From an optimization exercise on the open Yosys and OpenROAD flow, aimed at small area, a short achievable clock period and few clock cycles per item; shortcuts taken in it are not production practice.
Where RTL was checked, it was by simulation tests only, not by an equivalence proof against the original.
No functional check of the RTL was part of runs 1 and 2.
Power figures rest on the tool's default switching activity, not on a simulated workload.

**design.v**
```verilog
`default_nettype none
package tlvsp_pkg;
	localparam logic [2:0] PH_TAG1  = 3'd0;
	localparam logic [2:0] PH_TAG2  = 3'd1;
	localparam logic [2:0] PH_LEN1  = 3'd2;
	localparam logic [2:0] PH_LENX  = 3'd3;
	localparam logic [2:0] PH_VALUE = 3'd4;
	localparam logic [2:0] PH_ERR   = 3'd5;
	localparam logic [2:0] ST_OK      = 3'd0;
	localparam logic [2:0] ST_TRUNC   = 3'd1;
	localparam logic [2:0] ST_OVERRUN = 3'd2;
	localparam logic [2:0] ST_EMPTY   = 3'd3;
	localparam logic [2:0] ST_DEEP    = 3'd4;
	localparam logic [1:0] ROLE_TAG   = 2'd0;
	localparam logic [1:0] ROLE_LEN   = 2'd1;
	localparam logic [1:0] ROLE_VALUE = 2'd2;
	localparam logic [1:0] ROLE_IGN   = 2'd3;
	localparam logic [7:0]  LEN_ESC16   = 8'hFE;
	localparam logic [7:0]  LEN_ESC32   = 8'hFF;
	localparam logic [31:0] POS_SAT     = 32'hFFFF_FFFF;
	typedef struct packed {
		logic        push;
		logic        pop;
		logic        clear;
		logic [31:0] next_pos;
		logic [31:0] elem_end;
	} stk_ctl_t;
	typedef struct packed {
		logic top_eq;   
		logic end_gt;   
	} stk_stat_t;
	typedef struct packed {
		logic [1:0]  byte_role;
		logic        header_done;
		logic [15:0] tag;
		logic [31:0] value_length;
		logic        constructed;
		logic [3:0]  depth;
		logic [3:0]  levels_closed;
		logic [2:0]  status;
		logic        pdu_done;
	} result_t;
endpackage
`default_nettype wire
`default_nettype none
import tlvsp_pkg::*;
module tlv_stream_parser_top #(
	parameter int MAX_DEPTH = 8
) (
	input  wire         clk,
	input  wire         arst_n,
	input  wire         in_valid,
	output logic        in_stall,
	input  wire  [7:0]  data_byte,
	input  wire         pdu_last,
	output logic        out_valid,
	input  wire         out_stall,
	output logic [1:0]  byte_role,
	output logic        header_done,
	output logic [15:0] tag,
	output logic [31:0] value_length,
	output logic        constructed,
	output logic [3:0]  depth,
	output logic [3:0]  levels_closed,
	output logic [2:0]  status,
	output logic        pdu_done
);
	localparam int NE = MAX_DEPTH;   
	logic       v1_q, v2_q, sk_q, adv, load;
	logic [7:0] b, sk_b;
	logic       last, sk_last;
	assign adv      = v1_q && (!v2_q || !out_stall);
	assign load     = adv || !v1_q;
	assign in_stall = sk_q;
	always_ff @(posedge clk or negedge arst_n) begin
		if (!arst_n) begin
			v1_q <= 1'b0;
			v2_q <= 1'b0;
			sk_q <= 1'b0;
		end else begin
			if (load)                  v1_q <= sk_q || in_valid;
			if (load)                  sk_q <= 1'b0;
			else if (in_valid && !sk_q) sk_q <= 1'b1;
			if (adv)                   v2_q <= 1'b1;
			else if (!out_stall)       v2_q <= 1'b0;
		end
	end
	always_ff @(posedge clk) begin
		if (load) begin
			b    <= sk_q ? sk_b : data_byte;
			last <= sk_q ? sk_last : pdu_last;
		end
		if (!sk_q) begin
			sk_b    <= data_byte;
			sk_last <= pdu_last;
		end
	end
	logic        ph_tag1, ph_tag2, ph_len1, ph_lenx, ph_value, ph_err;
	logic [15:0] tag_q;
	logic [31:0] len_q;     
	logic [1:0]  cnt_q;     
	logic        vsat_q;
	logic [2:0]  err_q;     
	logic [3:0]  sp_q;      
	logic [31:0] room_q;
	logic        roomz_q;   
	logic        lenone_q;  
	logic [3:0]  tcnt_q;
	logic [NE+1:1] ne_q;
	logic [31:0] arr_d [NE];
	logic [2:0]  arr_c [NE];
	logic [1:0]  o_role;
	logic        o_hd;
	logic [3:0]  o_depth;
	logic [3:0]  o_lc;
	logic        o_last;
	logic        esc, complete, len0, cons, top_sat, top_eq;
	logic [31:0] lv, lv_m1, room_dec;
	logic        lv_one, room_le1;
	logic        hi_gt, hi_eq, gt_raw, ge_raw, gt;
	logic [2:0]  err_new, err_fin;
	logic        push, push_new, closing, pop, trunc;
	logic [3:0]  close_cnt;
	logic [31:0] arr_top_d, arr_wd;
	logic        fix_q;     
	logic [2:0]  arr_top_c;
	assign esc      = (b[7:1] == 7'h7F);
	assign complete = (ph_len1 && !esc) || (ph_lenx && cnt_q == 2'd0);
	assign lv       = {len_q[23:0], b};
	assign len0     = (len_q[23:0] == 24'd0) && (b == 8'd0);
	assign cons     = tag_q[15] ? tag_q[14] : tag_q[6];
	assign top_sat  = ne_q[1];
	assign top_eq   = roomz_q && (tcnt_q != 4'd0);
	assign hi_gt  = len_q[23:0] > room_q[31:8];
	assign hi_eq  = len_q[23:0] == room_q[31:8];
	assign gt_raw = hi_gt || (hi_eq && b > room_q[7:0]);
	assign ge_raw = hi_gt || (hi_eq && b >= room_q[7:0]);
	assign gt     = gt_raw && !top_sat;
	assign room_dec = roomz_q ? 32'd0 : room_q - 32'd1;
	assign lv_one   = (len_q[23:0] == 24'd0) && (b == 8'd1);
	assign room_le1 = roomz_q || (room_q == 32'd1);
	assign lv_m1    = (b != 8'd0) ? {len_q[23:0], b - 8'd1} : {len_q[23:0] - 24'd1, 8'hFF};
	always_comb begin
		err_new = ST_OK;
		if (complete) begin
			if (gt)                         err_new = ST_OVERRUN;
			else if (cons && len0)          err_new = ST_EMPTY;
			else if (cons && sp_q[3])       err_new = ST_DEEP;
		end else if (!ph_value && top_eq) begin
			err_new = ST_OVERRUN;
		end
	end
	assign push      = complete && !gt && cons && !len0 && !sp_q[3];
	assign push_new  = push && !ge_raw;
	assign closing   = (ph_value && (vsat_q ? roomz_q : lenone_q)) ||
	                   (complete && !gt && !cons && len0);
	assign pop       = closing && top_eq;
	assign close_cnt = top_eq ? tcnt_q : 4'd0;
	assign trunc     = last && !(closing && sp_q == close_cnt);
	assign err_fin   = (err_new != ST_OK) ? err_new : (trunc ? ST_TRUNC : ST_OK);
	assign arr_wd = fix_q ? arr_top_d + ~room_q : room_dec;
	always_ff @(posedge clk or negedge arst_n) begin
		if (!arst_n) fix_q <= 1'b0;
		else         fix_q <= adv && !last && !ph_err && push_new;
	end
	always_comb begin
		arr_top_d = arr_d[0];
		arr_top_c = arr_c[0];
		for (int i = 1; i < NE; i++) begin
			if (ne_q[i + 2]) begin
				arr_top_d = arr_d[i];
				arr_top_c = arr_c[i];
			end
		end
	end
	always_ff @(posedge clk or negedge arst_n) begin
		if (!arst_n) begin
			ph_tag1  <= 1'b1;
			ph_tag2  <= 1'b0;
			ph_len1  <= 1'b0;
			ph_lenx  <= 1'b0;
			ph_value <= 1'b0;
			ph_err   <= 1'b0;
			sp_q     <= 4'd0;
			room_q   <= 32'hFFFF_FFFE;
			roomz_q  <= 1'b0;
			tcnt_q   <= 4'd0;
			ne_q     <= (NE+1)'(1);
		end else if (adv) begin
			if (last) begin
				ph_tag1  <= 1'b1;
				ph_tag2  <= 1'b0;
				ph_len1  <= 1'b0;
				ph_lenx  <= 1'b0;
				ph_value <= 1'b0;
				ph_err   <= 1'b0;
				sp_q     <= 4'd0;
				room_q   <= 32'hFFFF_FFFE;
				roomz_q  <= 1'b0;
				tcnt_q   <= 4'd0;
				ne_q     <= (NE+1)'(1);
			end else if (ph_err) begin
				room_q  <= room_dec;
				roomz_q <= room_le1;
			end else begin
				if (err_new != ST_OK) begin
					ph_tag1  <= 1'b0;
					ph_tag2  <= 1'b0;
					ph_len1  <= 1'b0;
					ph_lenx  <= 1'b0;
					ph_value <= 1'b0;
					ph_err   <= 1'b1;
				end else begin
					ph_tag1  <= push || closing;
					ph_tag2  <= ph_tag1 && b[7];
					ph_len1  <= (ph_tag1 && !b[7]) || ph_tag2;
					ph_lenx  <= (ph_len1 && esc) || (ph_lenx && !complete);
					ph_value <= (complete && !push && !closing) || (ph_value && !closing);
				end
				if (push) begin
					sp_q <= sp_q + 4'd1;
				end else if (closing) begin
					sp_q <= sp_q - close_cnt;
				end
				if (push_new) begin
					room_q  <= lv_m1;
					roomz_q <= lv_one;
					tcnt_q  <= 4'd1;
					ne_q   <= ne_q << 1;
				end else if (pop && !top_sat) begin
					room_q  <= arr_top_d;
					roomz_q <= (arr_top_d == 32'd0);
					tcnt_q  <= {1'b0, arr_top_c};
					ne_q   <= ne_q >> 1;
				end else begin
					room_q  <= room_dec;
					roomz_q <= room_le1;
					if (push)     tcnt_q <= tcnt_q + 4'd1;
					else if (pop) tcnt_q <= 4'd0;
				end
			end
		end
	end
	always_ff @(posedge clk) begin
		if (adv) begin
			if (ph_tag1) begin
				tag_q <= b[7] ? {b, 8'd0} : {8'd0, b};
			end else if (ph_tag2) begin
				tag_q[7:0] <= b;
			end
			if (ph_value)
				len_q <= len_q - 32'd1;
			else if (ph_tag1 || ph_tag2 || (ph_len1 && esc))
				len_q <= 32'd0;
			else
				len_q <= lv;
			if (!ph_value) vsat_q <= gt_raw;
			lenone_q <= ph_value ? (len_q == 32'd2) : (!(ph_tag1 || ph_tag2 || (ph_len1 && esc)) && lv_one);
			cnt_q  <= ph_len1 ? (b[0] ? 2'd3 : 2'd1) : cnt_q - 2'd1;
			err_q  <= ph_err ? err_q : err_fin;
			o_role  <= ph_err ? ROLE_IGN : (ph_tag1 || ph_tag2) ? ROLE_TAG :
			           (ph_len1 || ph_lenx) ? ROLE_LEN : ROLE_VALUE;
			o_hd    <= !ph_err && complete;
			o_depth <= ph_err ? 4'd0 : sp_q;
			o_lc    <= (!ph_err && closing && err_fin == ST_OK) ? close_cnt + 4'd1 : 4'd0;
			o_last  <= last;
		end
		for (int i = 0; i < NE; i++) begin
			if (fix_q ? ne_q[i + 2] : ne_q[i + 1]) begin
				arr_d[i] <= arr_wd;
			end
			if (!fix_q && ne_q[i + 1]) begin
				arr_c[i] <= tcnt_q[2:0];
			end
		end
	end
	assign out_valid     = v2_q;
	assign byte_role     = o_role;
	assign header_done   = o_hd;
	assign tag           = o_hd ? tag_q : 16'd0;
	assign value_length  = o_hd ? len_q : 32'd0;
	assign constructed   = o_hd && cons;
	assign depth         = o_depth;
	assign levels_closed = o_lc;
	assign status        = err_q;
	assign pdu_done      = o_last;
endmodule
`default_nettype wire
```
**flow/run.sh**
```bash
#!/bin/bash
# The standard layout (standard synthesis, floorplan, placement, CTS, routing), with two
# changes:
#  - the port buffers that global placement adds are buf_2 cells rather than the clock-delay
#    buffers buffer_ports picks on its own (every port still gets its buffer);
#  - clock tree synthesis clusters up to 24 flip-flops within 60 um per leaf buffer and adds no
#    dummy loads.
# The make output goes to standard.log in this folder; ORFS keeps each step's log under orfs/logs.
set -euo pipefail
export BUFFER_PORTS_ARGS="-buffer_cell sky130_fd_sc_hd__buf_2"
export CTS_ARGS="-sink_clustering_enable -repair_clock_nets -dont_use_dummy_load -sink_clustering_size 24 -sink_clustering_max_diameter 60"
bash standard.sh > standard.log 2>&1
```
**standard.sh**
```bash
#!/bin/bash
# synth_recipe.tcl (not shown) runs the flow's synth.tcl, then flattens the netlist and writes it again
# the make line also repeats each setting of config.mk as NAME=value (left out here)
make -C /OpenROAD-flow-scripts/flow DESIGN_CONFIG=/design/flow/config.mk WORK_HOME=/design/flow/orfs CLKGATE_MAP_FILE= SYNTH_SCRIPT=/design/flow/synth_recipe.tcl "${@:-finish}"
```
**config.mk**
```make
export PLATFORM = sky130hd
export DESIGN_NAME = tlv_stream_parser_top
export DESIGN_NICKNAME = tlv_stream_parser_top
export VERILOG_FILES = /design/flow/design.v
export SDC_FILE = /design/flow/constraint.sdc
export NUM_CORES = 4
export LEC_CHECK = 0
export CAP_MARGIN = 20
export CORE_MARGIN = 2
export CORE_UTILIZATION = 40
export SETUP_SLACK_MARGIN = 5
export SLEW_MARGIN = 20
```
**constraint.sdc**
```tcl
create_clock -name core_clock -period 8.5 [get_ports {clk}]
set_input_delay 1.7000 -clock core_clock [delete_from_list [all_inputs] [get_ports {clk}]]
set_output_delay 1.7000 -clock core_clock [all_outputs]
set_load 0.01 [all_outputs]
```
==> results.toml, run 1 <==
[synth]
synth-main-ff-cell = "edfxtp_1"
synth_edf_count = 356
synth-seq-cells = 425
netlist.area_leader.share_pct = 47.2
yosys.area.top_type = "edfxtp_1"
synth.distinct_cells = 81
ys_seq_area_share_pct = 54.8
ys_warn_count = 3
async_reset_ff_share_pct = 14.1
syn-num-nets = 2146
synth_area_um2 = 22700
synth_area_leaders = "edfxtp_1 47%, ha_1 4.3%, dfstp_2 3.8%"
syn_area_per_cell_um2 = 11.0
postSynthCellCount = 2054

[setup_path]
startpoint = "ne_q[3]$_DFFE_PN0P_"
worstRegToRegCells = 16
criticalPathCategory = "reg2reg"
required_ps = 8790
r2r_start = "ne_q[3]$_DFFE_PN0P_"
start_kind = "flip-flop"
regToRegSetupSlack_ps = 4290
cp-end-kind = "flip-flop"
r2r_end = "arr_d[4][30]$_DFFE_PP_"
cp.arrival_ps = 4500
worstPathMaxFanout = 8
crit_end = "arr_d[4][30]$_DFFE_PP_"

[pwr]
ir_worst_vdd_mv = 0.180
switching_share_pct = 36.5
leakage_nw = 10.2
p_switching_mw = 2.92
power_density_nw_per_um2 = 281
seq_power_share_pct = 35.2
totalPowerFinal_mw = 8.01
clockPowerShare_pct = 19.2
intPower_mw = 5.09
comb_power_share_pct = 45.7

[die]
rows = 87
start_util_pct = 40.3
die_h_um = 242
pin_count = 79
die_area_um2 = 58600
coreArea_um2 = 56200
die_x_um = 242

[timing]
setup_viol_count_final = 0
timing.hold.ws_ps = 478
fin_worst_skew_ps = 80.0
slew_headroom_pct = 26.8
rsz0062_at_grt = "true"
finalCritPeriodShare_pct = 49.5
tightest_slew_ps = 1090
period_minus_slack_ps = 4210
fmax_mhz = 238
final_max_slew_viol_count = 0
finalHoldViolations = 0
finalWorstSetupSlack_ps = 4290
fin_setup_tns_ps = 0

[grt]
grt_pass1_wl_um = 110000
grt_max_degree = 75
grt_usage_pct = 24.5
grt.overflow.total = 0
grt_pass1_vias = 17300
grt_antenna_before_repair = 0

[clock_tree]
numCtsBuffers = 39
clk_latency_ps = 600
cts_tree = "built"
cts.sinks = 425
cts_htree_levels = 2
clkTransAtPathRegs_ps = 80
cts.path.max_buffers = 3
cts_hold_buf = 0
clock-root-buffer = "clkbuf_16"

[min_path]
holdCritPathClass = "reg2reg"

[placement]
io_buffers = 78
gp_congestion = 0.930
dp_hpwl_um = 45200
placed_cell_area_um2 = 23900
place_ws_ps = 3320
dp_cells = 2802

[flow_run]
max_cap_viol_count = 0

[route]
num_vias = 18300
ant_nets = 0
via_per_inst = 6.02
wl_per_cell_um = 24.9
totalWireLength_um = 75500
drt_first_iter_violations = 2057
dr.pass1.iters = 5
drc_errors = 0

[layout]
drive_gt1_share_pct = 30.2
insertedDiodeCount = 0
area_growth_pct = 26.0
nNetsFinal = 2372
fin_cells = 3034
postLayoutCellArea_um2 = 28500
utilization_pct = 50.8

[outcome]
outcome = "no timing/DRC/antenna violations"
## timing repair
action,4_1_cts,5_1_grt
gates cloned,10,5
setup buffers,114,64
setup endpoints to repair,366,277
pin swaps,61,92
resized for setup,236,167
## state kept, by name (all words and copies together) (netlist names), 2 cells and up
register,cells
ne_q,9
arr_d,256
cnt_q,2
o_depth,4
room_q,32
sk_b,8
o_lc,4
arr_c,24
o_role,2
len_q,32
sp_q,4
tcnt_q,4
b,8
err_q,3
tag_q,16
## power groups by stage
stage | combinational [mW] | clock, mW | sequential, mW
6_report | 3.66 | 1.54 | 2.82
5_1_grt | 3.91 | 1.64 | 2.84
4_1_cts | 3.15 | 1.56 | 2.81
3_5_place_dp | 2.44 | 0 | 2.87
3_3_place_gp | 2.43 | 0 | 2.87
2_1_floorplan | 1.84 | 0 | 2.75
## cell families after synthesis
logic type / synth area share (%)
buf+inv: 3.85
simple gates: 12.5
compound gates: 16.2
xor+xnor: 4.10
flops: 54.8
mux: 4.09
fa+ha+maj: 4.43
## critical path: stages (launching register included)
cell	delay, ps
dfrtp_4	550
buf_12	160
mux2_2	330
mux2i_1	130
o21ai_1	80
a221o_2	400
ha_4	180
fa_2	350
a21oi_2	150
o211a_1	210
a21oi_4	100
a22oi_2	280
a31oi_4	150
a211o_1	330
a21oi_2	140
xnor2_1	80
mux2_4	300
## worst min-delay path by stage
stage,to,from,cells past startpoint
2_1_floorplan,o_last$_DFFE_PP_,last$_DFFE_PN_,0
4_1_cts,sk_b[4]$_DFF_P_,sk_b[4]$_DFF_P_,1
5_1_grt,sk_b[5]$_DFF_P_,sk_b[5]$_DFF_P_,1
6_report,sk_b[4]$_DFF_P_,sk_b[4]$_DFF_P_,1
3_5_place_dp,sk_b[4]$_DFF_P_,sk_b[4]$_DFF_P_,1
3_3_place_gp,sk_b[5]$_DFF_P_,sk_b[5]$_DFF_P_,1
## cell usage in the layout, fill, tap and decap left out, types with 12 or more instances in the layout
cell / instances
buf_12: 13
clkbuf_16: 42
nand4_1: 18
a21o_1: 25
nand3_1: 37
a21oi_2: 16
o31ai_2: 12
o21ai_1: 21
buf_2: 78
mux2i_1: 56
dfstp_2: 33
buf_6: 33
and2_1: 61
o31ai_1: 15
xor2_1: 39
nand2b_1: 13
a31oi_1: 15
dfrtp_1: 20
buf_4: 163
ha_1: 43
nand2_1: 151
a211oi_2: 16
inv_2: 12
ha_4: 29
nor3_1: 36
edfxtp_1: 356
o22ai_1: 13
nor4_1: 14
a21oi_4: 12
a21oi_1: 95
xnor2_1: 63
o21ai_0: 112
mux2_2: 26
nor2_1: 135
nor2b_1: 21
inv_1: 68
a22oi_1: 21
a211oi_1: 18
## cell type report
cell class | instances | area, µm²
Clock buffer | 39 | 976
Fill cell | 5012 | 27600
Inverter | 91 | 373
Multi-Input combinational cell | 1415 | 11100
Sequential cell | 425 | 12400
Tap cell | 756 | 946
Timing Repair Buffer | 308 | 2740
## cells in the mapped netlist, drive strengths merged, types with 27 or more instances
cell type,instances
inv,91
o31ai,30
mux2i,60
ha,77
edfxtp,356
clkbuf,97
xor2,41
dfrtp,27
a211oi,34
o21ai,147
nor2,143
a21o,27
buf,28
nor3,45
a22oi,28
xnor2,65
nand2,157
a21oi,123
nand3,47
and2,62
mux2,29
dfstp,33
## layer usage
| metal | up-vias | share of wire (%) | global-route usage (%) |
|---|---|---|---|
| met5 | - | 0 | 0 |
| met4 | 0 | 3.2 | 8.39 |
| met3 | 137 | 7.3 | 3.10 |
| met2 | 818 | 47 | 39.3 |
| met1 | 9204 | 43 | 34.4 |
| li1 | 8118 | - | - |
==> run 2: changes to the inputs <==
--- a/design.v
+++ b/design.v
@@ -106,7 +106,7 @@
 	logic        roomz_q;   
 	logic        lenone_q;  
 	logic [3:0]  tcnt_q;
-	logic [NE+1:1] ne_q;
+	logic [3:0]  ne_q;
 	logic [31:0] arr_d [NE];
 	logic [2:0]  arr_c [NE];
 	logic [1:0]  o_role;
@@ -117,24 +117,24 @@
 	logic        esc, complete, len0, cons, top_sat, top_eq;
 	logic [31:0] lv, lv_m1, room_dec;
 	logic        lv_one, room_le1;
-	logic        hi_gt, hi_eq, gt_raw, ge_raw, gt;
+	logic        hi_eq, gt_raw, ge_raw, gt;
+	logic [32:0] rsum;
 	logic [2:0]  err_new, err_fin;
 	logic        push, push_new, closing, pop, trunc;
 	logic [3:0]  close_cnt;
-	logic [31:0] arr_top_d, arr_wd;
-	logic        fix_q;     
+	logic [31:0] arr_top_d;
 	logic [2:0]  arr_top_c;
 	assign esc      = (b[7:1] == 7'h7F);
 	assign complete = (ph_len1 && !esc) || (ph_lenx && cnt_q == 2'd0);
 	assign lv       = {len_q[23:0], b};
 	assign len0     = (len_q[23:0] == 24'd0) && (b == 8'd0);
 	assign cons     = tag_q[15] ? tag_q[14] : tag_q[6];
-	assign top_sat  = ne_q[1];
+	assign top_sat  = (ne_q == 4'd1);
 	assign top_eq   = roomz_q && (tcnt_q != 4'd0);
-	assign hi_gt  = len_q[23:0] > room_q[31:8];
+	assign rsum   = {1'b0, room_q} + {1'b0, ~lv};
 	assign hi_eq  = len_q[23:0] == room_q[31:8];
-	assign gt_raw = hi_gt || (hi_eq && b > room_q[7:0]);
-	assign ge_raw = hi_gt || (hi_eq && b >= room_q[7:0]);
+	assign ge_raw = !rsum[32];
+	assign gt_raw = !rsum[32] && !(hi_eq && b == room_q[7:0]);
 	assign gt     = gt_raw && !top_sat;
 	assign room_dec = roomz_q ? 32'd0 : room_q - 32'd1;
 	assign lv_one   = (len_q[23:0] == 24'd0) && (b == 8'd1);
@@ -158,16 +158,11 @@
 	assign close_cnt = top_eq ? tcnt_q : 4'd0;
 	assign trunc     = last && !(closing && sp_q == close_cnt);
 	assign err_fin   = (err_new != ST_OK) ? err_new : (trunc ? ST_TRUNC : ST_OK);
-	assign arr_wd = fix_q ? arr_top_d + ~room_q : room_dec;
-	always_ff @(posedge clk or negedge arst_n) begin
-		if (!arst_n) fix_q <= 1'b0;
-		else         fix_q <= adv && !last && !ph_err && push_new;
-	end
 	always_comb begin
 		arr_top_d = arr_d[0];
 		arr_top_c = arr_c[0];
 		for (int i = 1; i < NE; i++) begin
-			if (ne_q[i + 2]) begin
+			if (ne_q == 4'(i + 2)) begin
 				arr_top_d = arr_d[i];
 				arr_top_c = arr_c[i];
 			end
@@ -185,7 +180,7 @@
 			room_q   <= 32'hFFFF_FFFE;
 			roomz_q  <= 1'b0;
 			tcnt_q   <= 4'd0;
-			ne_q     <= (NE+1)'(1);
+			ne_q     <= 4'd1;
 		end else if (adv) begin
 			if (last) begin
 				ph_tag1  <= 1'b1;
@@ -198,7 +193,7 @@
 				room_q   <= 32'hFFFF_FFFE;
 				roomz_q  <= 1'b0;
 				tcnt_q   <= 4'd0;
-				ne_q     <= (NE+1)'(1);
+				ne_q     <= 4'd1;
 			end else if (ph_err) begin
 				room_q  <= room_dec;
 				roomz_q <= room_le1;
@@ -226,12 +221,12 @@
 					room_q  <= lv_m1;
 					roomz_q <= lv_one;
 					tcnt_q  <= 4'd1;
-					ne_q   <= ne_q << 1;
+					ne_q   <= ne_q + 4'd1;
 				end else if (pop && !top_sat) begin
 					room_q  <= arr_top_d;
 					roomz_q <= (arr_top_d == 32'd0);
 					tcnt_q  <= {1'b0, arr_top_c};
-					ne_q   <= ne_q >> 1;
+					ne_q   <= ne_q - 4'd1;
 				end else begin
 					room_q  <= room_dec;
 					roomz_q <= room_le1;
@@ -266,10 +261,8 @@
 			o_last  <= last;
 		end
 		for (int i = 0; i < NE; i++) begin
-			if (fix_q ? ne_q[i + 2] : ne_q[i + 1]) begin
-				arr_d[i] <= arr_wd;
-			end
-			if (!fix_q && ne_q[i + 1]) begin
+			if (ne_q == 4'(i + 1)) begin
+				arr_d[i] <= rsum[31:0];
 				arr_c[i] <= tcnt_q[2:0];
 			end
 		end
==> run 2 against run 1 <==
  * Fmax is 15% higher
  * Synthesized area is 4.8% lower
  * Sequential cell count down 6
  * Cell count shrank 6.0%
  * Synthesized cell count shrank 4.4%
  * Worst setup slack improved by 550 ps
  * Still clean
  * Utilization down 2.5 points
  * Sequential share of layout area is 3.8 points higher
  * Via count fell by 5.4%
  * Cell area is 9.3% lower
  * Critical endpoint is now roomz_q$_DFFE_PN0P_
==> results.toml, run 2 <==
[grt]
grt_pass1_wl_um = 107000
grt_pass1_vias = 16700
grt_usage_pct = 25.4
grt_antenna_before_repair = 0
grt.overflow.total = 0
grt_max_degree = 55

[outcome]
outcome = "no timing/DRC/antenna violations"

[timing]
finalHoldViolations = 0
setup_viol_count_final = 0
period_minus_slack_ps = 3660
rsz0062_at_grt = "true"
fin_setup_tns_ps = 0
finalCritPeriodShare_pct = 43.0
tightest_slew_ps = 1170
slew_headroom_pct = 21.6
fmax_mhz = 273
fin_worst_skew_ps = 55.6
final_max_slew_viol_count = 0

[route]
dr.pass1.iters = 5
drt_first_iter_violations = 1597
via_per_inst = 6.06
drc_errors = 0
num_vias = 17300
ant_nets = 0
wl_per_cell_um = 25.6
totalWireLength_um = 72900

[pwr]
leakage_nw = 9.20
seq_power_share_pct = 39.7
switching_share_pct = 39.4
ir_worst_vdd_mv = 0.207
p_switching_mw = 3.14
comb_power_share_pct = 42.0
intPower_mw = 4.84
clockPowerShare_pct = 18.3
power_density_nw_per_um2 = 308

[synth]
ys_warn_count = 3
async_reset_ff_share_pct = 12.9
synth_area_leaders = "edfxtp_1 50%, dfstp_2 4.0%, nor2_1 3.6%"
synth-main-ff-cell = "edfxtp_1"
netlist.area_leader.share_pct = 49.6
syn_area_per_cell_um2 = 11.0
synth_edf_count = 356
synth_most_common_cell = "edfxtp_1"
syn-num-nets = 2029
yosys.area.top_type = "edfxtp_1"
ys_seq_area_share_pct = 56.9
synth.distinct_cells = 84
synth_area_um2 = 21600
postSynthCellCount = 1964
synthTopCellsByCount = "356 x edfxtp_1, 207 x nor2_1, 133 x nand2_1, 132 x a21oi_1, 123 x o21ai_0"
synth-seq-cells = 419

[min_path]
holdCritPathClass = "reg2reg"

[clock_tree]
cts.sinks = 419
cts_tree = "built"
cts.path.max_buffers = 3
cts_htree_levels = 2
clk_latency_ps = 580
numCtsBuffers = 36
clkTransAtPathRegs_ps = 60
clock-root-buffer = "clkbuf_16"

[layout]
max_flop_register = "arr_d"
insertedDiodeCount = 0
largest_register_ff_count = 256
mostFrequentLayoutCells = "356 x edfxtp_1, 198 x nor2_1, 147 x buf_4"
reg_top3 = "arr_d: 256 flops, len_q: 32 flops, room_q: 32 flops"
utilization_pct = 48.3
drive_gt1_share_pct = 23.7
final_common_cell = "edfxtp_1"
area_growth_pct = 20.2
nNetsFinal = 2223

[placement]
io_buffers = 78
gp_congestion = 0.959
dp_hpwl_um = 47300

[die]
pin_count = 79
die_area_um2 = 55800
die_x_um = 236
rows = 85
coreArea_um2 = 53600
start_util_pct = 40.2
die_h_um = 236

[setup_path]
cp-end-kind = "flip-flop"
worstPathMaxFanout = 20
crit_path_max_incr_delay_ps = 640
path_buf_inv = 2
path_delay_family = "simple AND/OR/NAND/NOR gates"
start_kind = "flip-flop"
cp.arrival_ps = 4070
required_ps = 8910
crit_path_cell_trace = "clkinvlp_4 -> ha_4 -> buf_8 -> or2_2 -> o21ai_4 -> o2bb2ai_1 -> a21oi_1 -> o22ai_2 -> nor4_2 -> and4_1 -> o211ai_1 -> nor4_4 -> or3_1"
criticalPathCategory = "reg2reg"
critPathSlowestCell = "dfstp_2"

[flow_run]
max_cap_viol_count = 0
[run 2: power groups by stage]
stage | combinational [mW] | sequential (mW) | clock [mW]
after floorplan | 1.70 | 3.11 | 0
after global placement | 2.66 | 3.23 | 0
after detailed placement | 2.68 | 3.24 | 0
after CTS | 3.04 | 3.16 | 1.48
after global routing | 3.55 | 3.20 | 1.55
final | 3.35 | 3.17 | 1.46
[run 2: cells by family after synthesis]
group	count (synthesis)	share of synthesized area (%)
fa+ha+maj	52	3.09
flops	419	56.9
mux	36	1.74
simple gates	596	13.4
buf+inv	199	3.55
compound gates	554	16.9
xor+xnor	108	4.39
[run 2: cell type report]
cell class	count	area (µm²)
fill	4893	27700
clock buffer	36	901
inverter	97	404
tap	696	871
multi-input combinational	1350	9490
sequential	419	12300
timing repair buffer	254	1970
[run 2: worst register-to-register path: stages, from the launching register on]
cell and delay [ps]:
dfstp_2 640, clkinvlp_4 200, ha_4 210, buf_8 180
or2_2 390, o21ai_4 330, o2bb2ai_1 160, a21oi_1 120
o22ai_2 370, nor4_2 120, and4_1 240, o211ai_1 160
nor4_4 70, or3_1 360
[run 2: what timing repair did]
action | 4_1_cts | 5_1_grt
setup endpoints to repair | 224 | 122
buffers inserted | 75 | 61
gates resized for setup | 137 | 101
hold buffers | 0 | 0
gates cloned | 5 | 2
pin swaps | 33 | 53
[run 2: metrics by stage]
stage	setup slack, ps	instances	hold slack [ps]	instance area [µm²]	total power, mW
2_1_floorplan	5000	1964	424	21600	4.81
3_3_place_gp	3600	2673	453	22700	5.89
3_5_place_dp	3530	2673	462	22700	5.93
4_1_cts	4840	2789	481	25000	7.68
5_1_grt	4780	2852	490	25900	8.29
6_report	4840	2852	476	25900	7.98
[run 2: layer usage]
layer,vias up,track usage [%],routed length [µm],part of all wire [%]
met5,-,0,0,0
met1,8638,35.1,30600,42
met3,144,4.29,5790,7.9
li1,7719,-,-,-
met4,0,9.84,2830,3.9
met2,796,40.3,33700,46
[run 2: worst paths after layout]
| check | cells past startpoint | startpoint | slack [ps] | to |
|---|---|---|---|---|
| max reg2reg | 13 | ne_q[0]$_DFFE_PN1P_ | 4840 | roomz_q$_DFFE_PN0P_ |
| max | 13 | ne_q[0]$_DFFE_PN1P_ | 4840 | roomz_q$_DFFE_PN0P_ |
| min | 1 | sk_last$_DFF_P_ | 480 | sk_last$_DFF_P_ |
| min in group asynchronous | 2 | arst_n | 1280 | v1_q$_DFFE_PN0N_ |
| max in group asynchronous | 2 | arst_n | 6570 | ne_q[2]$_DFFE_PN0P_ |
| min reg2reg | 1 | sk_last$_DFF_P_ | 480 | sk_last$_DFF_P_ |
==> run 3: changes to the inputs <==
--- a/design.v
+++ b/design.v
@@ -117,8 +117,7 @@
 	logic        esc, complete, len0, cons, top_sat, top_eq;
 	logic [31:0] lv, lv_m1, room_dec;
 	logic        lv_one, room_le1;
-	logic        hi_eq, gt_raw, ge_raw, gt;
-	logic [32:0] rsum;
+	logic        hi_gt, hi_eq, gt_raw, ge_raw, gt;
 	logic [2:0]  err_new, err_fin;
 	logic        push, push_new, closing, pop, trunc;
 	logic [3:0]  close_cnt;
@@ -131,10 +130,10 @@
 	assign cons     = tag_q[15] ? tag_q[14] : tag_q[6];
 	assign top_sat  = (ne_q == 4'd1);
 	assign top_eq   = roomz_q && (tcnt_q != 4'd0);
-	assign rsum   = {1'b0, room_q} + {1'b0, ~lv};
+	assign hi_gt  = len_q[23:0] > room_q[31:8];
 	assign hi_eq  = len_q[23:0] == room_q[31:8];
-	assign ge_raw = !rsum[32];
-	assign gt_raw = !rsum[32] && !(hi_eq && b == room_q[7:0]);
+	assign gt_raw = hi_gt || (hi_eq && b > room_q[7:0]);
+	assign ge_raw = hi_gt || (hi_eq && b >= room_q[7:0]);
 	assign gt     = gt_raw && !top_sat;
 	assign room_dec = roomz_q ? 32'd0 : room_q - 32'd1;
 	assign lv_one   = (len_q[23:0] == 24'd0) && (b == 8'd1);
@@ -262,7 +261,7 @@
 		end
 		for (int i = 0; i < NE; i++) begin
 			if (ne_q == 4'(i + 1)) begin
-				arr_d[i] <= rsum[31:0];
+				arr_d[i] <= room_q + ~lv;
 				arr_c[i] <= tcnt_q[2:0];
 			end
 		end
==> flow/run.sh (replaced) <==
#!/bin/bash
# The standard layout (standard synthesis, floorplan, placement, CTS, routing), with two
# changes:
#  - the port buffers that global placement adds are buf_2 cells rather than the clock-delay
#    buffers buffer_ports picks on its own (every port still gets its buffer);
#  - clock tree synthesis clusters up to 32 flip-flops within 75 um per leaf buffer and adds no
#    dummy loads.
# The make output goes to standard.log in this folder; ORFS keeps each step's log under orfs/logs.
set -euo pipefail
export BUFFER_PORTS_ARGS="-buffer_cell sky130_fd_sc_hd__buf_2"
export CTS_ARGS="-sink_clustering_enable -repair_clock_nets -dont_use_dummy_load -sink_clustering_size 32 -sink_clustering_max_diameter 75"
bash standard.sh > standard.log 2>&1
==> run 3 against run 2 <==
  * Clock power down 15%
  * Critical path depth is the same
  * Critical endpoint unchanged
  * Still clean
  * Sequential cell count did not move
  * Combinational power grew 24%
==> results.toml, run 3 <==
[outcome]
outcome = "no timing/DRC/antenna violations"

[die]
start_util_pct = 40.3
die_x_um = 239
pin_count = 79
coreArea_um2 = 55000
rows = 86
die_area_um2 = 57300
die_h_um = 239

[timing]
rsz0062_at_grt = "true"
fmax_mhz = 286
fin_worst_skew_ps = 59.5
finalHoldViolations = 0
setup_viol_count_final = 0
timing.hold.ws_ps = 479
fin_setup_tns_ps = 0
tightest_slew_ps = 1090
slew_headroom_pct = 26.5
final_max_slew_viol_count = 0
finalCritPeriodShare_pct = 41.1
period_minus_slack_ps = 3490

[layout]
reg_top3 = "arr_d: 256 flops, len_q: 32 flops, room_q: 32 flops"
largest_register_ff_count = 256
mostFrequentLayoutCells = "356 x edfxtp_1, 159 x a21oi_1, 146 x nor2_1"
area_growth_pct = 15.4
fillers = 5042
final_common_cell = "edfxtp_1"
utilization_pct = 46.5
drive_gt1_share_pct = 19.6
max_flop_register = "arr_d"
nNetsFinal = 2257
insertedDiodeCount = 0

[clock_tree]
clk_latency_ps = 620
cts_hold_buf = 0
clkTransAtPathRegs_ps = 90
cts.path.max_buffers = 3
numCtsBuffers = 27
cts.sinks = 419
cts_htree_levels = 1
clock-root-buffer = "clkbuf_16"
cts_tree = "built"

[grt]
met2_usage_pct = 41.3
grt_use_met3_pct = 3.32
grt_antenna_before_repair = 0
grt_pass1_vias = 16800
grt_max_degree = 55
grt_pass1_wl_um = 111000
grt_busiest_layer = "met2"
grt_usage_pct = 25.9
grt.overflow.total = 0
grt_use_met1_pct = 36.4

[placement]
io_buffers = 78
gp_congestion = 0.964
dp_hpwl_um = 50400

[synth]
synth-main-ff-cell = "edfxtp_1"
syn_area_per_cell_um2 = 10.8
synth_most_common_cell = "edfxtp_1"
ys_warn_count = 3
synth_edf_count = 356
syn-num-nets = 2145
synth.distinct_cells = 87
synthTopCellsByCount = "356 x edfxtp_1, 165 x a21oi_1, 157 x nor2_1, 152 x nand2_1, 128 x inv_1"
yosys.area.top_type = "edfxtp_1"
postSynthCellCount = 2051
netlist.area_leader.share_pct = 48.2
synth-seq-cells = 419
synth_area_leaders = "edfxtp_1 48%, ha_1 4.5%, dfstp_2 3.9%"
ys_seq_area_share_pct = 55.3
async_reset_ff_share_pct = 12.9
synth_area_um2 = 22200

[setup_path]
worstRegToRegCells = 13
criticalPathCategory = "reg2reg"
required_ps = 8990
start_kind = "flip-flop"
cp.arrival_ps = 3980
worstPathMaxFanout = 52
cp-end-kind = "flip-flop"

[route]
drc_errors = 0
drt_first_iter_violations = 2151
via_per_inst = 6.14
ant_nets = 0
dr.pass1.iters = 6
wl_per_cell_um = 26.4
num_vias = 17900
totalWireLength_um = 76800

[pwr]
power_density_nw_per_um2 = 341
leakage_nw = 9.27
ir_worst_vdd_mv = 0.180

[min_path]
min_path_cells = 1
holdCritPathClass = "reg2reg"

[flow_run]
max_cap_viol_count = 0
-- run 3: cell types whose count changed after synthesis, moves of 14 or more --
cell / before / now
nor2_1: 207 / 157
inv_1: 91 / 128
a21oi_1: 132 / 165
o22ai_1: 40 / 71
ha_1: 50 / 79
nand2_1: 133 / 152
a211oi_1: 33 / 16
mux2i_1: 25 / 8
a22oi_1: 23 / 9
-- run 3: per-layer routing --
metal	routed length, µm	vias to the layer above
li1	-	7859
met1	32300	8931
met2	35400	937
met3	6420	146
met4	2630	0
met5	0	-
-- run 3: worst paths after layout --
check,start,to,slack (ps)
worst max-delay path,ne_q[0]$_DFFE_PN1P_,roomz_q$_DFFE_PN0P_,5010
max in group asynchronous,arst_n,ne_q[1]$_DFFE_PN0P_,6520
min in group asynchronous,arst_n,ph_err$_DFFE_PN0P_,1300
worst min-delay path,sk_b[3]$_DFF_P_,sk_b[3]$_DFF_P_,480
worst max register to register,ne_q[0]$_DFFE_PN1P_,roomz_q$_DFFE_PN0P_,5010
worst min register to register,sk_b[3]$_DFF_P_,sk_b[3]$_DFF_P_,480
-- run 3: power by group --
| part | internal (mW) | leakage, nW | switching (mW) |
|---|---|---|---|
| Sequential | 3.07 | 4.01 | 0.238 |
| Clock | 0.561 | 0.333 | 0.681 |
| Combinational | 1.40 | 4.93 | 2.77 |
| Total | 5.03 | 9.27 | 3.69 |
-- run 3: cells by family after synthesis --
family | count (synthesis) | synth area share [%]
xor gates and xnor gates | 97 | 3.83
AOI/OAI and AO/OA | 607 | 17.9
and+or+nand+nor | 583 | 13.2
DFF | 419 | 55.3
muxes | 17 | 0.819
buffers and inverters | 247 | 4.29
adders and majority gates | 81 | 4.64
-- run 3: area by class of cell --
cell class,count,area [µm²],area share (%)
Inverter,131,514,2.01
Timing Repair Buffer,196,1490,5.83
Multi-Input combinational cell,1388,9700,37.9
Tap cell,748,936,3.66
Clock buffer,27,676,2.64
Sequential cell,419,12300,48.0
-- run 3: per-stage QoR --
stage	worst slack (ps)	total power [mW]	std cells	instance area [µm²]
finish	5010	8.72	2909	25600
global route	4910	9.09	2909	25600
CTS	4870	8.29	2866	24700
detailed placement	3810	6.79	2798	23300
global placement	3800	6.72	2796	23300
floorplan	5030	5.41	2051	22200
-- run 3: what timing repair did --
| item | CTS | global route |
|---|---|---|
| gates cloned | 3 | 5 |
| gates resized for setup | 100 | 94 |
| pin swaps | 16 | 11 |
| setup endpoints to repair | 266 | 170 |
| buffers inserted | 38 | 38 |
-- run 3: critical path, stage by stage, from the launching register on --
cell      delay (ps)
dfstp_2          630
inv_2            100
ha_2             220
nand3b_1         200
inv_2             80
buf_12           210
a221oi_2         290
o32ai_1          150
nor2_2           270
nand4_1          180
or4_4            530
nor4_4           260
o21ai_1          100
a21oi_1          140
Testbench counts of run 3, summed over its fixed seeds: cycles 34,023, items 34,007.
==> run 4: changes to the inputs <==
--- a/design.v
+++ b/design.v
@@ -150,9 +150,9 @@
 		end
 	end
 	assign push      = complete && !gt && cons && !len0 && !sp_q[3];
-	assign push_new  = push && !ge_raw;
+	assign push_new  = complete && !ge_raw && cons && !len0 && !sp_q[3];
 	assign closing   = (ph_value && (vsat_q ? roomz_q : lenone_q)) ||
-	                   (complete && !gt && !cons && len0);
+	                   (complete && !cons && len0);
 	assign pop       = closing && top_eq;
 	assign close_cnt = top_eq ? tcnt_q : 4'd0;
 	assign trunc     = last && !(closing && sp_q == close_cnt);
@@ -193,10 +193,7 @@
 				roomz_q  <= 1'b0;
 				tcnt_q   <= 4'd0;
 				ne_q     <= 4'd1;
-			end else if (ph_err) begin
-				room_q  <= room_dec;
-				roomz_q <= room_le1;
-			end else begin
+			end else if (!ph_err) begin
 				if (err_new != ST_OK) begin
 					ph_tag1  <= 1'b0;
 					ph_tag2  <= 1'b0;
==> run 4 against run 3 <==
  * Via count down 6.8%
  * Clock skew down 9.4 ps
  * Worst setup slack better by 47 ps
  * Register-to-register slack better by 50 ps
  * Clock power about the same
  * First-iteration DRC count down 14%
  * Critical path type unchanged
  * Largest cell class unchanged
==> results.toml, run 4 <==
[outcome]
outcome = "no timing/DRC/antenna violations"

[synth]
synth_xor_area_share_pct = 4.59
synth_area_um2 = 21900
syn_area_per_cell_um2 = 11.2
synth-compound-area-share_pct = 16.4
synthMuxAreaShare_pct = 2.04
postSynthCellCount = 1967
netlist.area_leader.share_pct = 48.7
yosys.area_share.adder_pct = 4.80
synth_area_leaders = "edfxtp_1 49%, ha_1 4.6%, xnor2_1 4.0%"
async_reset_ff_share_pct = 12.9
ys_warn_count = 3
synthTopCellsByCount = "356 x edfxtp_1, 182 x nor2_1, 123 x o21ai_0, 117 x a21oi_1, 111 x inv_1"
synth.distinct_cells = 83
yosys.area.top_type = "edfxtp_1"
syn-num-nets = 2063
synth_top_family_by_area = "compound AO/OA/AOI/OAI gates"
synthSimpleGateAreaFrac_pct = 12.1
synth_most_common_cell = "edfxtp_1"
ys_seq_area_share_pct = 55.9
synth-seq-cells = 419
synth_edf_count = 356
synth-main-ff-cell = "edfxtp_1"

[flow_run]
max_cap_viol_count = 0

[timing]
slew_headroom_pct = 28.9
rsz0062_at_grt = "true"
fin_worst_skew_ps = 50.1
setup_viol_count_final = 0
fin_setup_tns_ps = 0
finalHoldViolations = 0
finalCritPeriodShare_pct = 40.6
final_max_slew_viol_count = 0
finalWorstSetupSlack_ps = 5050
tightest_slew_ps = 1060
fmax_mhz = 290
period_minus_slack_ps = 3450

[grt]
grt_usage_pct = 23.1
grt.overflow.total = 0
grt_pass1_vias = 16000
grt_antenna_before_repair = 0
grt_pass1_wl_um = 101000
grt_max_degree = 58

[clock_tree]
clock-root-buffer = "clkbuf_16"
cts.sinks = 419
cts.path.max_buffers = 3
clk_latency_ps = 600
numCtsBuffers = 27
cts_hold_buf = 0
cts_tree = "built"
clkTransAtPathRegs_ps = 80
cts_htree_levels = 1

[route]
ant_nets = 0
dr_wl_met3_um = 5150
met2_length_um = 31700
wl_per_cell_um = 24.6
wl_met1_um = 29000
top_layer = "met4"
totalWireLength_um = 68000
num_vias = 16700
drc_errors = 0
via_per_inst = 6.03
dr.pass1.iters = 6
drt_first_iter_violations = 1854

[layout]
max_flop_register = "arr_d"
mostFrequentLayoutCells = "356 x edfxtp_1, 176 x nor2_1, 114 x o21ai_0"
drive_gt1_share_pct = 19.0
area_growth_pct = 14.3
largest_register_ff_count = 256
fillers = 4949
nNetsFinal = 2165
insertedDiodeCount = 0
reg_top3 = "arr_d: 256 flops, len_q: 32 flops, room_q: 32 flops"
final_common_cell = "edfxtp_1"

[setup_path]
worstRegToRegCells = 12
crit_path_cell_trace = "inv_2 -> ha_4 -> nand4_1 -> nor3_4 -> buf_4 -> nand4_1 -> nor4b_4 -> o21ai_4 -> buf_12 -> nor3b_4 -> or4_1 -> a21oi_1"
cp.arrival_ps = 3940
cp_num_cells = 12
path_buf_inv = 3
crit_path_max_incr_delay_ps = 500
worst_path_most_repeated_cell = "nand4_1"
cp-end-kind = "flip-flop"
criticalPathCategory = "reg2reg"
required_ps = 8990
critPathSlowestCell = "or4_1"
start_kind = "flip-flop"
worstPathMaxFanout = 15
path_delay_family = "simple AND/OR/NAND/NOR gates"

[die]
die_x_um = 238
rows = 85
die_h_um = 238
coreArea_um2 = 54000
pin_count = 79
die_area_um2 = 56700
start_util_pct = 40.6

[pwr]
power_density_nw_per_um2 = 306
ir_worst_vdd_mv = 0.182
leakage_nw = 9.02

[min_path]
min_path_cells = 1
holdCritPathClass = "reg2reg"

[placement]
dp_hpwl_um = 44300
io_buffers = 78
gp_congestion = 0.958
place_ws_ps = 3840
[run 4: cell types whose count changed in the layout (fill, tap and decap cells not counted), moves of 14 or more]
cell,delta
a21oi_1,-49
o22ai_1,-48
nand2_1,-46
a22oi_1,+44
o221ai_1,+34
nor2_1,+30
a221oi_1,-28
nor3_1,-23
xnor2_1,+22
mux2i_1,+21
nand3_1,+15
inv_1,-14
[run 4: timing repair]
action                     in CTS  in global routing
resized for setup              66                 69
pin swaps                       7                 15
setup endpoints to repair     174                173
buffers inserted               31                 42
gates cloned                    2                  3
[run 4: worst paths after layout]
path                                     startpoint                   to  slack (ps)
worst max register to register  len_q[13]$_DFFE_PP_  ne_q[2]$_DFFE_PN0P_        5050
worst min-delay path                sk_b[1]$_DFF_P_      sk_b[1]$_DFF_P_         480
worst max-delay path            len_q[13]$_DFFE_PP_  ne_q[2]$_DFFE_PN0P_        5050
min in group asynchronous                    arst_n  ph_tag2$_DFFE_PN0P_        1290
worst min register to register      sk_b[1]$_DFF_P_      sk_b[1]$_DFF_P_         480
max in group asynchronous                    arst_n  ne_q[2]$_DFFE_PN0P_        6590
[run 4: cell type report]
class                      count  area, µm²  area share [%]
multi-input combinational   1319       9430            37.6
timing repair buffer         189       1380            5.52
sequential                   419      12300            48.9
clock buffer                  27        676            2.69
tap                          696        871            3.47
inverter                     112        447            1.78
timing repair inverter         1       5.00          0.0200
[run 4: logic make-up after synthesis]
group	after synthesis
buffers and inverters	229
muxes	43
DFF	419
and+or+nand+nor	538
AOI/OAI and AO/OA	540
xor gates and xnor gates	115
adders and majority gates	83
[run 4: worst reg2reg max path, cell delays in order, from the launching register on]
cell	delay, ps
edfxtp_1	490
inv_2	120
ha_4	340
nand4_1	280
nor3_4	330
buf_4	150
nand4_1	140
nor4b_4	360
o21ai_4	110
buf_12	200
nor3b_4	190
or4_1	500
a21oi_1	160
[run 4: stage by stage]
step | instances | hold WS (ps) | utilization (%) | area, µm² | total power, mW
5_1_grt | 2763 | 492 | 46.4 | 25100 | 8.02
2_1_floorplan | 1967 | 442 | - | 22000 | 4.92
3_3_place_gp | 2656 | 457 | 42.7 | 23100 | 5.95
3_5_place_dp | 2658 | 460 | 42.8 | 23100 | 6.02
6_report | 2763 | 476 | 46.4 | 25100 | 7.68
4_1_cts | 2718 | 477 | 45.2 | 24400 | 7.43
[run 4: metal layers]
metal,vias up,track usage (%)
met4,0,6.84
met5,-,0
met1,8231,32.4
met2,805,37.6
met3,116,3.09
li1,7499,-
[run 4: power by group]
group	leakage, nW	switching, mW	internal (mW)
Sequential	4.02	0.230	2.96
Combinational	4.68	2.15	1.11
Clock	0.333	0.667	0.561
Testbench counts of run 4, summed over its fixed seeds: cycles 34,023, items 34,007.
==> run 5: changes to the inputs <==
--- a/config.mk
+++ b/config.mk
@@ -5,8 +5,8 @@
 export SDC_FILE = /design/flow/constraint.sdc
 export NUM_CORES = 4
 export LEC_CHECK = 0
-export CAP_MARGIN = 20
+export CAP_MARGIN = 5
 export CORE_MARGIN = 2
 export CORE_UTILIZATION = 40
 export SETUP_SLACK_MARGIN = 5
-export SLEW_MARGIN = 20
+export SLEW_MARGIN = 5
==> run 5 against run 4 <==
  * Still clean on timing, DRC and antenna
  * Via count down 0.60%
  * Synthesized cell count did not move
  * Sequential power about the same
  * Critical path depth stayed put
  * Cell count rose by 0.25%
  * Clock power about the same
  * Total power barely moved
  * Critical path type unchanged
  * Critical endpoint is now arr_d[1][30]$_DFFE_PN_
  * Highest routed layer unchanged
==> results.toml, run 5 <==
[outcome]
outcome = "no timing/DRC/antenna violations"

[pwr]
p_switching_mw = 3.05
switching_share_pct = 39.7
power_density_nw_per_um2 = 306
seq_power_share_pct = 41.4
leakage_nw = 9.07
intPower_mw = 4.64
clockPowerShare_pct = 16.0
totalPowerFinal_mw = 7.69
ir_worst_vdd_mv = 0.179
comb_power_share_pct = 42.7

[setup_path]
worstPathMaxFanout = 8
cp-end-kind = "flip-flop"
cp.arrival_ps = 3790
start_kind = "flip-flop"
critPathSlowestCell = "edfxtp_1"
criticalPathCategory = "reg2reg"
crit_path_max_incr_delay_ps = 410
crit_path_cell_trace = "inv_1 -> ha_1 -> fa_1 -> a21oi_1 -> o211ai_1 -> nand3_1 -> nand3_1 -> a21o_1 -> a21boi_1 -> o21bai_1 -> a21oi_1 -> xnor2_2"
required_ps = 8800

[route]
via_per_inst = 5.98
totalWireLength_um = 68100
ant_nets = 0
drc_errors = 0
drt_first_iter_violations = 1692
dr.pass1.iters = 5
num_vias = 16600
wl_per_cell_um = 24.6

[layout]
insertedDiodeCount = 0
fillers = 4939
max_flop_register = "arr_d"
nNetsFinal = 2172
largest_register_ff_count = 256
area_growth_pct = 14.7
final_common_cell = "edfxtp_1"
drive_gt1_share_pct = 19.3
mostFrequentLayoutCells = "356 x edfxtp_1, 176 x nor2_1, 113 x o21ai_0"
reg_top3 = "arr_d: 256 flops, len_q: 32 flops, room_q: 32 flops"

[die]
start_util_pct = 40.6
coreArea_um2 = 54000
die_area_um2 = 56700
pin_count = 79
die_h_um = 238
die_x_um = 238
rows = 85

[synth]
synthTopCellsByCount = "356 x edfxtp_1, 182 x nor2_1, 123 x o21ai_0, 117 x a21oi_1, 111 x inv_1"
ys_seq_area_share_pct = 55.9
synth_area_um2 = 21900
netlist.area_leader.share_pct = 48.7
yosys.area.top_type = "edfxtp_1"
synth_area_leaders = "edfxtp_1 49%, ha_1 4.6%, xnor2_1 4.0%"
synth-seq-cells = 419
synth-main-ff-cell = "edfxtp_1"
syn_area_per_cell_um2 = 11.2
synth_edf_count = 356
postSynthCellCount = 1967
async_reset_ff_share_pct = 12.9
synth_most_common_cell = "edfxtp_1"
synth.distinct_cells = 83
syn-num-nets = 2063
ys_warn_count = 3

[clock_tree]
cts_htree_levels = 1
cts_tree = "built"
clock-root-buffer = "clkbuf_16"
clk_latency_ps = 600
cts.sinks = 419
cts.path.max_buffers = 3
clkTransAtPathRegs_ps = 80
numCtsBuffers = 27

[grt]
grt_usage_pct = 23.2
grt_max_degree = 58
grt_pass1_wl_um = 101000
grt.overflow.total = 0
grt_pass1_vias = 15900
grt_antenna_before_repair = 0

[timing]
finalHoldViolations = 0
final_max_slew_viol_count = 0
tightest_slew_ps = 1050
fin_worst_skew_ps = 75.1
rsz0062_at_grt = "true"
finalCritPeriodShare_pct = 41.0
period_minus_slack_ps = 3490
fmax_mhz = 287
fin_setup_tns_ps = 0
slew_headroom_pct = 29.8
setup_viol_count_final = 0

[min_path]
holdCritPathClass = "reg2reg"

[placement]
gp_congestion = 0.958
io_buffers = 78
dp_hpwl_um = 44200

[flow_run]
max_cap_viol_count = 0
==> run 5: cell counts after synthesis <==
No cell type changed its count.
==> run 5: kinds of logic (layout without fill, tap and decap cells) <==
kind of cell	after synthesis	in the layout	synth area share, %
flip-flops	419	419	55.9
XOR/XNOR	115	115	4.59
buffers and inverters	229	336	4.16
multiplexers	43	43	2.04
AO/OA/AOI/OAI	540	540	16.4
AND/OR/NAND/NOR	538	538	12.1
adder cells (fa/ha/maj)	83	83	4.80
==> run 5: metal layers <==
metal  routed length [µm]  vias up  share of wire (%)  global-route usage [%]
met5                    0        -                  0                       0
met4                 2200        0                3.2                    6.72
met3                 5000      117                7.3                    3.04
met2                31900      750                 47                    37.9
met1                29000     8170                 43                    32.5
li1                     -     7514                  -                       -
==> run 5: worst paths after layout <==
kind | end | from | slack, ps | cells past startpoint
min reg2reg | sk_b[1]$_DFF_P_ | sk_b[1]$_DFF_P_ | 480 | 1
max in group asynchronous | ne_q[2]$_DFFE_PN0P_ | arst_n | 6610 | 2
min in group asynchronous | ph_tag2$_DFFE_PN0P_ | arst_n | 1300 | 2
min | sk_b[1]$_DFF_P_ | sk_b[1]$_DFF_P_ | 480 | 1
max | arr_d[1][30]$_DFFE_PN_ | b[0]$_DFFE_PN_ | 5010 | 12
max reg2reg | arr_d[1][30]$_DFFE_PN_ | b[0]$_DFFE_PN_ | 5010 | 12
==> run 5: critical path, delay by kind of cell (launching register included) <==
| family | cells | cell delay [ps] |
|---|---|---|
| buffers and inverters | 1 | 180 |
| AOI/OAI and AO/OA | 6 | 1380 |
| xor gates and xnor gates | 1 | 260 |
| adders and majority gates | 2 | 680 |
| and+or+nand+nor | 2 | 300 |
| DFF | 1 | 410 |
==> run 5: layout make-up <==
type	instances	area (µm²)	share of cell area, %
clock buffer	27	676	2.69
inverter	112	447	1.78
sequential	419	12300	48.7
timing repair buffer	196	1440	5.72
tap	696	871	3.46
multi-input combinational	1319	9460	37.6
timing repair inverter	1	5.00	0.0199
==> run 5: per-stage QoR <==
step                      util, %  hold slack, ps  std cells  worst slack (ps)  cell area (µm²)
after detailed placement     42.7             459       2656              3860            23100
after CTS                    45.3             477       2716              4870            24500
final                        46.6             478       2770              5010            25200
after global placement       42.7             457       2656              3900            23100
after global routing         46.6             494       2770              4860            25200
after floorplan                 -             442       1967              4880            22000
==> run 5: power groups by stage <==
stage | clock, mW | sequential (mW) | combinational (mW)
after global routing | 1.31 | 3.22 | 3.49
after floorplan | 0 | 3.14 | 1.78
after global placement | 0 | 3.23 | 2.71
final | 1.23 | 3.18 | 3.28
after CTS | 1.25 | 3.19 | 3.03
after detailed placement | 0 | 3.25 | 2.76
==> run 5: timing repair <==
item	CTS	global route
buffers inserted	30	53
hold buffers	0	0
pin swaps	7	13
gates resized for setup	79	58
endpoints found under the setup margin	186	148
gates cloned	3	1
==> run 6: changes to the inputs <==
--- a/flow/run.sh
+++ b/flow/run.sh
@@ -7,6 +7,8 @@
 #    dummy loads.
 # The make output goes to standard.log in this folder; ORFS keeps each step's log under orfs/logs.
 set -euo pipefail
+# timing repair aims for 5.15 ns of setup slack at the 8.5 ns clock (the clock is unchanged)
+export SETUP_SLACK_MARGIN=5.15
 export BUFFER_PORTS_ARGS="-buffer_cell sky130_fd_sc_hd__buf_2"
 export CTS_ARGS="-sink_clustering_enable -repair_clock_nets -dont_use_dummy_load -sink_clustering_size 32 -sink_clustering_max_diameter 75"
 bash standard.sh > standard.log 2>&1
--- a/config.mk
+++ b/config.mk
@@ -5,8 +5,7 @@
 export SDC_FILE = /design/flow/constraint.sdc
 export NUM_CORES = 4
 export LEC_CHECK = 0
-export CAP_MARGIN = 5
+export CAP_MARGIN = 20
 export CORE_MARGIN = 2
 export CORE_UTILIZATION = 40
-export SETUP_SLACK_MARGIN = 5
-export SLEW_MARGIN = 5
+export SLEW_MARGIN = 20
==> run 6 against run 5 <==
  * Still clean on timing, DRC and antenna
  * Sequential cell count stayed put
  * Sequential share of layout area is 1.9 points lower
  * Sequential power hardly changed
  * Highest routed layer unchanged
  * Worst setup slack better by 140 ps
  * Clock power hardly changed
==> results.toml, run 6 <==
[layout]
insertedDiodeCount = 0
fin_cells = 2805
reg_top3 = "arr_d: 256 flops, len_q: 32 flops, room_q: 32 flops"
final_common_cell = "edfxtp_1"
fillers = 4848
seqCellArea_um2 = 12300
area_growth_pct = 19.3
drive_gt1_share_pct = 23.7
max_flop_register = "arr_d"
nNetsFinal = 2207
largest_register_ff_count = 256
multiInputGateArea_um2 = 9870
mostFrequentLayoutCells = "356 x edfxtp_1, 176 x nor2_1, 120 x buf_4"

[grt]
grt_busiest_layer = "met2"
grt_use_met3_pct = 3.22
grt_pass1_wl_um = 103000
grt_use_met1_pct = 33.0
grt_antenna_before_repair = 1
grt.overflow.total = 0
grt_usage_pct = 23.9
met2_usage_pct = 38.1
grt_pass1_vias = 16300
grt_max_degree = 58

[setup_path]
cp-end-kind = "flip-flop"
required_ps = 8950
crit_path_cell_trace = "or4_4 -> nor4_4 -> buf_4 -> nand3_4 -> o41a_4 -> buf_4 -> nor3_4 -> buf_12 -> buf_12 -> nor2_1 -> mux2_2 -> a22oi_1 -> o21ai_1"
cp_num_cells = 13
path_buf_inv = 4
start_kind = "flip-flop"
critPathSlowestCell = "or4_4"
worstPathMaxFanout = 5
crit_path_max_incr_delay_ps = 580
path_delay_family = "simple AND/OR/NAND/NOR gates"
criticalPathCategory = "reg2reg"
worstRegToRegCells = 13
cp.arrival_ps = 3810

[pwr]
power_density_nw_per_um2 = 305
leakage_nw = 9.46
totalPowerFinal_mw = 7.97
ir_worst_vdd_mv = 0.143

[timing]
finalWorstSetupSlack_ps = 5150
period_minus_slack_ps = 3350
tightest_slew_ps = 957
setup_viol_count_final = 0
rsz0062_at_grt = "true"
final_max_slew_viol_count = 0
timing.hold.ws_ps = 475
fin_setup_tns_ps = 0
slew_headroom_pct = 35.8
finalCritPeriodShare_pct = 39.4
finalHoldViolations = 0
fin_worst_skew_ps = 72.0
fmax_mhz = 298

[flow_run]
max_cap_viol_count = 0

[synth]
syn_area_per_cell_um2 = 11.2
synthTopCellsByCount = "356 x edfxtp_1, 182 x nor2_1, 123 x o21ai_0, 117 x a21oi_1, 111 x inv_1"
synth_edf_count = 356
synth_area_leaders = "edfxtp_1 49%, ha_1 4.6%, xnor2_1 4.0%"
postSynthCellCount = 1967
async_reset_ff_share_pct = 12.9
synth_most_common_cell = "edfxtp_1"
synth-main-ff-cell = "edfxtp_1"
synth.distinct_cells = 83
synth_area_um2 = 21900
yosys.area.top_type = "edfxtp_1"
synth-seq-cells = 419
ys_warn_count = 3
netlist.area_leader.share_pct = 48.7
syn-num-nets = 2063
ys_seq_area_share_pct = 55.9

[clock_tree]
clk_latency_ps = 600
clkTransAtPathRegs_ps = 80
cts_htree_levels = 1
numCtsBuffers = 26
cts_tree = "built"
clock-root-buffer = "clkbuf_16"
cts_hold_buf = 0
cts.path.max_buffers = 3
cts.sinks = 419

[route]
ant_nets = 0
num_vias = 16900
totalWireLength_um = 71500
via_per_inst = 6.02
drt_first_iter_violations = 1579
dr.pass1.iters = 5
drc_errors = 0
wl_per_cell_um = 25.5

[die]
start_util_pct = 40.6
coreArea_um2 = 54000
die_area_um2 = 56700
rows = 85
die_x_um = 238
die_h_um = 238
pin_count = 79

[outcome]
outcome = "no timing/DRC/antenna violations"

[placement]
place_ws_ps = 3790
gp_congestion = 0.991
io_buffers = 78
dp_hpwl_um = 44200
dp_cells = 2655

[min_path]
min_path_cells = 1
holdCritPathClass = "reg2reg"
[run 6: cell types whose count changed in the layout (fill, tap and decap cells not counted), moves of 5 or more]
cell	delta
buf_4	+22
o21ai_1	+7
inv_1	-5
ha_1	-5
and2_1	-15
clkbuf_16	+7
buf_12	+5
inv_2	+5
buf_2	-15
and2_4	+16
ha_4	+7
o21ai_0	-10
buf_6	+14
[run 6: logic make-up after synthesis]
group | share of synthesized area, %
simple gates | 12.1
compound gates | 16.4
flops | 55.9
buf+inv | 4.16
xor+xnor | 4.59
fa+ha+maj | 4.80
mux | 2.04
[run 6: path summary, 6_finish.rpt]
check,endpoint,from,slack [ps]
worst max-delay path,roomz_q$_DFFE_PN0P_,len_q[10]$_DFFE_PP_,5150
worst min-delay path,sk_b[5]$_DFF_P_,sk_b[5]$_DFF_P_,480
worst max register to register,roomz_q$_DFFE_PN0P_,len_q[10]$_DFFE_PP_,5150
worst min register to register,sk_b[5]$_DFF_P_,sk_b[5]$_DFF_P_,480
max in group asynchronous,ne_q[2]$_DFFE_PN0P_,arst_n,6600
min in group asynchronous,ph_len1$_DFFE_PN0P_,arst_n,1280
[run 6: where the power goes]
group	internal (mW)	switching, mW	leakage, nW
Combinational	1.29	2.29	5.12
Sequential	2.96	0.228	4.01
Clock	0.541	0.661	0.320
[run 6: per-stage QoR]
step	utilization, %	area [µm²]
detailed placement	42.7	23100
floorplan	-	22100
global route	48.4	26200
CTS	46.3	25000
global placement	42.7	23100
finish	48.4	26200
[run 6: cell type report]
cell class                      count  share of cell area [%]
Multi-Input combinational cell   1321                    37.7
Clock buffer                       26                    2.49
Tap cell                          696                    3.33
Timing Repair Buffer              231                    7.84
Inverter                          112                    1.75
Sequential cell                   419                    46.9
[run 6: worst reg2reg max path: stages (launching register included)]
cell	delay (ps)
edfxtp_1	430
or4_4	580
nor4_4	290
buf_4	200
nand3_4	140
o41a_4	430
buf_4	150
nor3_4	200
buf_12	150
buf_12	120
nor2_1	50
mux2_2	260
a22oi_1	140
o21ai_1	100
[run 6: repair_timing]
item                       in CTS  in global routing
pin swaps                       8                 44
setup endpoints to repair     256                190
resized for setup             136                141
cloned                          6                 10
setup buffers                  69                 39
[run 6: metal layers]
layer / vias up / wire (µm)
met3: 151 / 5350
met2: 779 / 33100
li1: 7603 / -
met5: - / 0
met4: 0 / 2930
met1: 8351 / 30100

==> separate check: timing with driven ports <==
The flow's constraints put no driver on any port. The routed layouts listed below were extracted and timed again, unchanged, in two steps.
Step 1, drivers: a clkbuf_16 drives clk and a buf_2 each remaining input, both assumed.
Step 2 times the ports against the registers' clock, not the clock port: input delays grow and output delays shrink by t, the midpoint of the rising clock arrivals with the driver on.
Three values: ideal, step 1, step 2; two values: the first two.
| run | t, ns | setup slack, ns | pins driven straight from the clock port |
|---|---|---|---|
| run 1 | 0.625 | 4.291 / 4.291 / 4.291 | 1 |
| run 2 | 0.607 | 4.843 / 4.843 / 4.494 | 1 |
| run 3 | 0.646 | 5.006 / 5.006 / 4.603 | 1 |
| run 4 | 0.631 | 5.053 / 5.053 / 4.481 | 1 |
| run 5 | 0.619 | 5.013 / 5.013 / 4.525 | 1 |
| run 6 | 0.625 | 5.149 / 5.093 / 4.641 | 1 |
After both steps every run listed still meets setup and hold. The setup slack of run 4, which loses most, moves by 0.000 ns with the drivers and by -0.572 ns with both steps.
